From an optimization exercise on the open Yosys and OpenROAD flow, aimed at small area, a short achievable clock period and few clock cycles; shortcuts taken in it are not production practice.
Where RTL was checked, it was by simulation tests only, not by an equivalence proof against the original.

// attn_top
module attn_top (
  input  logic clk,
  input  logic reset_n,
  input  logic dut_valid,
  output logic dut_ready,
  output logic [16-1:0] sram_input_read_address,
  input  logic [32-1:0] sram_input_read_data,
  output logic [16-1:0] sram_weight_read_address,
  input  logic [32-1:0] sram_weight_read_data,
  output logic [16-1:0] sram_result_read_address,
  input  logic [32-1:0] sram_result_read_data,
  output logic                    sram_result_write_enable,
  output logic [16-1:0] sram_result_write_address,
  output logic [32-1:0] sram_result_write_data,
  output logic [16-1:0] sram_scratchpad_read_address,
  input  logic [32-1:0] sram_scratchpad_read_data,
  output logic                    sram_scratchpad_write_enable,
  output logic [16-1:0] sram_scratchpad_write_address,
  output logic [32-1:0] sram_scratchpad_write_data
);
Size: ~2800 cells after synthesis, about 370 flip-flops, about 290 I/O pins, ~29000 sq um of cells after synthesis.
==> flow/config.mk <==
export PLATFORM = sky130hd
export DESIGN_NAME = attn_top
export DESIGN_NICKNAME = attn_top
export VERILOG_FILES = /design/flow/design.v
export SDC_FILE = /design/flow/constraint.sdc
export NUM_CORES = 4
export LEC_CHECK = 0
export CAP_MARGIN = 20
export CORE_MARGIN = 2
export CORE_UTILIZATION = 40
export SLEW_MARGIN = 20
==> flow/constraint.sdc <==
create_clock -name core_clock -period 16.0 [get_ports {clk}]
set_input_delay 3.2000 -clock core_clock [delete_from_list [all_inputs] [get_ports {clk}]]
set_output_delay 3.2000 -clock core_clock [all_outputs]
set_load 0.01 [all_outputs]
run.sh (not shown) runs the stock make flow with config.mk's settings and CLKGATE_MAP_FILE= SYNTH_SCRIPT=/design/flow/synth_recipe.tcl, a recipe that flattens the netlist after the stock synthesis.
The first run ran to the end with no violations.
Testbench counts at the start, summed over its fixed seeds: cycles 256,787.
Change:
==> flow/flow/run.sh (new file) <==
#!/bin/bash
set -euo pipefail
export BUFFER_PORTS_ARGS="-buffer_cell sky130_fd_sc_hd__buf_2"
export SETUP_SLACK_MARGIN=11.2
bash standard.sh > standard.log 2>&1
==> flow/standard.sh (new file) <==
#!/bin/bash
# synth_recipe.tcl (not shown) runs the flow's synth.tcl, then flattens the netlist and writes it again
# the make line also repeats each setting of config.mk as NAME=value (left out here)
make -C /OpenROAD-flow-scripts/flow DESIGN_CONFIG=/design/flow/config.mk WORK_HOME=/design/flow/orfs CLKGATE_MAP_FILE= SYNTH_SCRIPT=/design/flow/synth_recipe.tcl "${@:-finish}"
removed: flow/run.sh
Outcome:
- worst setup slack gets better by 0.41 ns
- flip-flop and latch count does not change
- synthesized area is unchanged
- fmax is higher by roughly a tenth
- hold slack is about the same
- register-to-register slack is better by 0.35 ns
- die area stays the same

========
== the reference run ==
attn_top, a different RTL version from the one above (not shown whole).
Size: about 340 flip-flops, roughly 290 I/O pins, ~0.025 mm2 of cells after synthesis.
export LEC_CHECK = 0
export ABC_AREA = 1
export CAP_MARGIN = 20
export CORE_MARGIN = 2
export CORE_UTILIZATION = 60
export CTS_CLUSTER_DIAMETER = 100
export CTS_CLUSTER_SIZE = 24
export SLEW_MARGIN = 20
create_clock -name core_clock -period 16.0 [get_ports {clk}]
standard.sh (not shown) runs the stock make flow with config.mk's settings and CLKGATE_MAP_FILE= SYNTH_SCRIPT=/design/flow/synth_recipe.tcl, a recipe that flattens the netlist after the stock synthesis.
==> flow/flow/run.sh <==
#!/bin/bash
set -euo pipefail
export BUFFER_PORTS_ARGS="-buffer_cell sky130_fd_sc_hd__buf_2"
export SETUP_SLACK_MARGIN=11.75
bash standard.sh > standard.log 2>&1
Testbench counts of the reference run, summed over its fixed seeds: cycles 256,851.
--- input diff the reference run..the trial run ---
Settings: changing CTS_CLUSTER_SIZE from 24 to 26.
==> flow/flow/run.sh <==
#!/bin/bash
set -euo pipefail
export BUFFER_PORTS_ARGS="-buffer_cell sky130_fd_sc_hd__buf_1"
export SETUP_SLACK_MARGIN=11.7
bash standard.sh > standard.log 2>&1
## What came out
Against the reference run, the trial run reports a core utilization that is lower. Cmp the trial run vs the reference run: fraction of area in registers higher in the trial run. Diff the reference run -> the trial run | clock-buffer cell count | decrease of 1. Worst path setup slack after routing | the trial run below the reference run.

========
Setup of harbor:
Starting RTL as in the previous note.
clock: 16.0 ns
lec_check: 0
abc_area: 1
cap_margin: 20
core_margin: 2
core_utilization: 60
cts_cluster_diameter: 100
cts_cluster_size: 24
place_density: 0.7
slew_margin: 20
==> flow/flow/run.sh <==
#!/bin/bash
set -euo pipefail
export BUFFER_PORTS_ARGS="-buffer_cell sky130_fd_sc_hd__buf_1"
export SETUP_SLACK_MARGIN=11.7
bash standard.sh > standard.log 2>&1
Testbench counts of harbor, summed over its fixed seeds: cycles 256,851.
Input changes introduced in pepper (baseline for comparison: harbor):
- a deleted PLACE_DENSITY that had been 0.7
- a change of CORE_UTILIZATION from 60 to 70
- pepper: all stages complete, timing, DRC and antenna checks passed
- On via count of the first global-routing pass: between pepper and harbor, it ends up lower for harbor.
- A cell type of the slowest stage on the worst timing path of dfxtp_2 is what harbor shows, while dfxtp_4 belongs to pepper.
- As far as share of the clock period used by the worst path after layout is concerned, harbor and pepper perform about the same.
[inputs] sierra vs pepper
- CORE_UTILIZATION: 70 -> 60
==> flow/flow/run.sh <==
#!/bin/bash
set -euo pipefail
export BUFFER_PORTS_ARGS="-buffer_cell sky130_fd_sc_hd__buf_2"
export SETUP_SLACK_MARGIN=11.65
bash standard.sh > standard.log 2>&1
Findings:
pepper vs sierra, standard cell with the maximum stage delay on the critical path: dfxtp_4 vs dfxtp_2. [compare] base=pepper new=sierra: violation count after the first detailed-route iteration shows a reduction of 18%; routed wire length shows an increase of 480 um. Across pepper and sierra, the outcome is the same: a clean finish for every run. Die area of sierra exceeds that of pepper by more than 10%. sierra ends up with higher HPWL after detailed placement than pepper does.
diff inputs: sierra => zinc
==> flow/flow/run.sh <==
#!/bin/bash
set -euo pipefail
export BUFFER_PORTS_ARGS="-buffer_cell sky130_fd_sc_hd__buf_1"
export SETUP_SLACK_MARGIN=11.7
bash standard.sh > standard.log 2>&1
[summary]
zinc: no failed stages, no open violations at the end. Of sierra and zinc, zinc shows the higher sequential share of layout area, with sierra below it. Taking sierra as the reference, in zinc global-route usage has remained practically unchanged; non-clock buffer count higher. zinc vs sierra, non-clock buffer contribution to total cell area went down by 0.24 points. Final period demand of the worst path: zinc better than sierra.

========
attn_top again, from the RTL that the note above started with.
export LEC_CHECK = 0
export ABC_AREA = 1
export CAP_MARGIN = 20
export CORE_MARGIN = 2
export CORE_UTILIZATION = 60
export CTS_CLUSTER_DIAMETER = 100
export CTS_CLUSTER_SIZE = 24
export SLEW_MARGIN = 20
create_clock -name core_clock -period 16.0 [get_ports {clk}]
==> flow/flow/run.sh <==
#!/bin/bash
set -euo pipefail
export BUFFER_PORTS_ARGS="-buffer_cell sky130_fd_sc_hd__buf_1"
export SETUP_SLACK_MARGIN=11.68
bash standard.sh > standard.log 2>&1
The starting point completed without violations.
Testbench counts at the start, summed over its fixed seeds: cycles 256,851.
==> next run, changes <==
==> flow/flow/run.sh (replaced) <==
#!/bin/bash
set -euo pipefail
export BUFFER_PORTS_ARGS="-buffer_cell sky130_fd_sc_hd__buf_2"
export SETUP_SLACK_MARGIN=11.7
bash standard.sh > standard.log 2>&1
Result: The new run completed without violations; setup slack improves by 20 ps; synthesized area does not change; first-iteration DRC count stays flat; via count rose by 0.61%.
==> next run, changes <==
--- a/flow/flow/run.sh
+++ b/flow/flow/run.sh
@@ -4 +4 @@
-export SETUP_SLACK_MARGIN=11.7
+export SETUP_SLACK_MARGIN=11.6
Critical path depth is unchanged.
Setup slack degrades by 85 ps.
Flip-flop and latch count stays the same.
Cell count shrinks slightly.
Via count drops slightly.
Design area is lower slightly.
Area after synthesis is unchanged.
First-iteration DRC count decreases by roughly a tenth.

========
attn_top, a different RTL version from the one above (not shown whole).
Size: ~2900 cells after synthesis, about 360 flip-flops, about 290 I/O pins.
// attn_top
module attn_top (
  input  logic clk,
  input  logic reset_n,
  input  logic dut_valid,
  output logic dut_ready,
  output logic [16-1:0] sram_input_read_address,
  input  logic [32-1:0] sram_input_read_data,
  output logic [16-1:0] sram_weight_read_address,
  input  logic [32-1:0] sram_weight_read_data,
  output logic [16-1:0] sram_result_read_address,
  input  logic [32-1:0] sram_result_read_data,
  output logic                    sram_result_write_enable,
  output logic [16-1:0] sram_result_write_address,
  output logic [32-1:0] sram_result_write_data,
  output logic [16-1:0] sram_scratchpad_read_address,
  input  logic [32-1:0] sram_scratchpad_read_data,
  output logic                    sram_scratchpad_write_enable,
  output logic [16-1:0] sram_scratchpad_write_address,
  output logic [32-1:0] sram_scratchpad_write_data
);
export LEC_CHECK = 0
export ABC_AREA = 1
export CAP_MARGIN = 20
export CORE_MARGIN = 2
export CORE_UTILIZATION = 60
export CTS_CLUSTER_DIAMETER = 100
export CTS_CLUSTER_SIZE = 24
export SLEW_MARGIN = 20
create_clock -name core_clock -period 16.0 [get_ports {clk}]
==> flow/flow/run.sh <==
#!/bin/bash
set -euo pipefail
export BUFFER_PORTS_ARGS="-buffer_cell sky130_fd_sc_hd__buf_2"
export SETUP_SLACK_MARGIN=11.75
bash standard.sh > standard.log 2>&1
The baseline completed with no timing, DRC or antenna violations.
==> next run, changes <==
CTS_CLUSTER_SIZE = 20   (was 24)
- via count climbs slightly
- first-iteration DRC count drops slightly
- final area climbs slightly
- hold slack got worse by 0.011 ns
- wire length climbs slightly
Function was not checked in any run of this note: the RTL went through the layout flow alone.

========
## P
Another version of the RTL of attn_top (not shown whole).
Size: ~350 flip-flops, ~290 I/O pins.
// attn_top
module attn_top (
  input  logic clk,
  input  logic reset_n,
  input  logic dut_valid,
  output logic dut_ready,
  output logic [16-1:0] sram_input_read_address,
  input  logic [32-1:0] sram_input_read_data,
  output logic [16-1:0] sram_weight_read_address,
  input  logic [32-1:0] sram_weight_read_data,
  output logic [16-1:0] sram_result_read_address,
  input  logic [32-1:0] sram_result_read_data,
  output logic                    sram_result_write_enable,
  output logic [16-1:0] sram_result_write_address,
  output logic [32-1:0] sram_result_write_data,
  output logic [16-1:0] sram_scratchpad_read_address,
  input  logic [32-1:0] sram_scratchpad_read_data,
  output logic                    sram_scratchpad_write_enable,
  output logic [16-1:0] sram_scratchpad_write_address,
  output logic [32-1:0] sram_scratchpad_write_data
);
Settings: LEC_CHECK=0, ABC_AREA=1, CAP_MARGIN=20, CORE_MARGIN=2, CORE_UTILIZATION=60, CTS_CLUSTER_DIAMETER=100, CTS_CLUSTER_SIZE=24, SLEW_MARGIN=20; clock period 16.0 ns.
==> flow/flow/run.sh <==
#!/bin/bash
set -euo pipefail
export BUFFER_PORTS_ARGS="-buffer_cell sky130_fd_sc_hd__buf_1"
export SETUP_SLACK_MARGIN=11.8
bash standard.sh > standard.log 2>&1
P completed every stage of the flow, and the final layout passed the timing, design-rule and antenna checks.
Testbench counts of P, summed over its fixed seeds: cycles 256,851.
For Q, these inputs were changed with respect to P:
==> flow/flow/run.sh <==
#!/bin/bash
set -euo pipefail
export BUFFER_PORTS_ARGS="-buffer_cell sky130_fd_sc_hd__buf_2"
export SETUP_SLACK_MARGIN=11.75
bash standard.sh > standard.log 2>&1
==> comparison <==
Diff P -> Q | routability-driven placement congestion ratio | decrease of 0.017. | final worst-path setup slack | Q vs P | 0.014 ns higher |. As far as total congestion overflow after global routing goes, Q and P are indistinguishable; the numbers are identical. Across both runs, overall track demand over capacity in global routing was lower for Q than for P. Per the comparison of Q with P, final worst-path cycle share about even, number of non-filler instances in the completed layout shows a reduction of 30, setup clock skew after layout went down by 0.0089 ns. Going from P to Q, routed length on met1 shrinks by 430 um.
Changes in R relative to Q:
- changing CTS_CLUSTER_SIZE from 24 to 28
- changing CTS_CLUSTER_DIAMETER from 100 to 80
==> flow/flow/run.sh <==
#!/bin/bash
set -euo pipefail
export BUFFER_PORTS_ARGS="-buffer_cell sky130_fd_sc_hd__buf_1"
export SETUP_SLACK_MARGIN=11.9
bash standard.sh > standard.log 2>&1
Findings:
Between R and Q, it is R whose utilization is higher, by 2.3 points.
R vs Q: met2 wire length up in R
In R, detailed-route wire length on metal 1 is higher than in Q.
Area growth from synthesis to layout ended up 3.7 points higher on R than on Q.
Diff Q -> R: placed cell area went down about 1.2%, final estimated routing congestion in global placement has increased.

-- what the ideal ports hide --
The flow's constraints put no driver on any port. The routed layouts listed below were extracted and timed again, unchanged, in two steps. Step 1 assumes that a clkbuf_16 drives the clock port and a buf_2 every other input. Step 2 adds t to the input delays and takes it off the output delays; t is the mean of the earliest and latest rising clock arrival at the registers after step 1. Input paths then give back, and output paths get back, about the clock's delay inside the block. Three values: ideal ports, drivers, drivers and shift; two values: the first two.
run	shift t [ns]	slack for setup (ns)	latest minus earliest clock arrival (ns)
the first run of note 1	0.666	11.023 / 10.962 / 11.205	0.027 / 0.026
the second run of note 1	0.657	11.435 / 11.369 / 11.332	0.041 / 0.041
the reference run	0.609	11.738 / 11.679 / 11.422	0.032 / 0.032
the trial run	0.597	11.716 / 11.656 / 11.345	0.030 / 0.030
harbor	0.601	11.708 / 11.651 / 11.393	0.017 / 0.017
pepper	0.591	11.711 / 11.652 / 11.343	0.044 / 0.044
sierra	0.596	11.679 / 11.619 / 11.340	0.018 / 0.018
zinc	0.592	11.721 / 11.667 / 11.322	0.033 / 0.034
the first run of note 4	0.590	11.704 / 11.650 / 11.326	0.029 / 0.030
the second run of note 4	0.595	11.723 / 11.667 / 11.339	0.040 / 0.039
the third run of note 4	0.595	11.639 / 11.576 / 11.282	0.028 / 0.028
the first run of note 5	0.599	11.712 / 11.655 / 11.214	0.030 / 0.030
the second run of note 5	0.633	11.687 / 11.629 / 11.265	0.022 / 0.022
P	0.592	11.729 / 11.669 / 11.367	0.034 / 0.034
Q	0.597	11.743 / 11.687 / 11.254	0.023 / 0.023
R	0.634	11.684 / 11.625 / 11.365	0.050 / 0.050
After both steps setup and hold are still met in every run listed. For the first run of note 5, which loses most, drivers alone change the setup slack by -0.057 ns; drivers and shift together by -0.498 ns. Setup slack includes reset recovery checks.
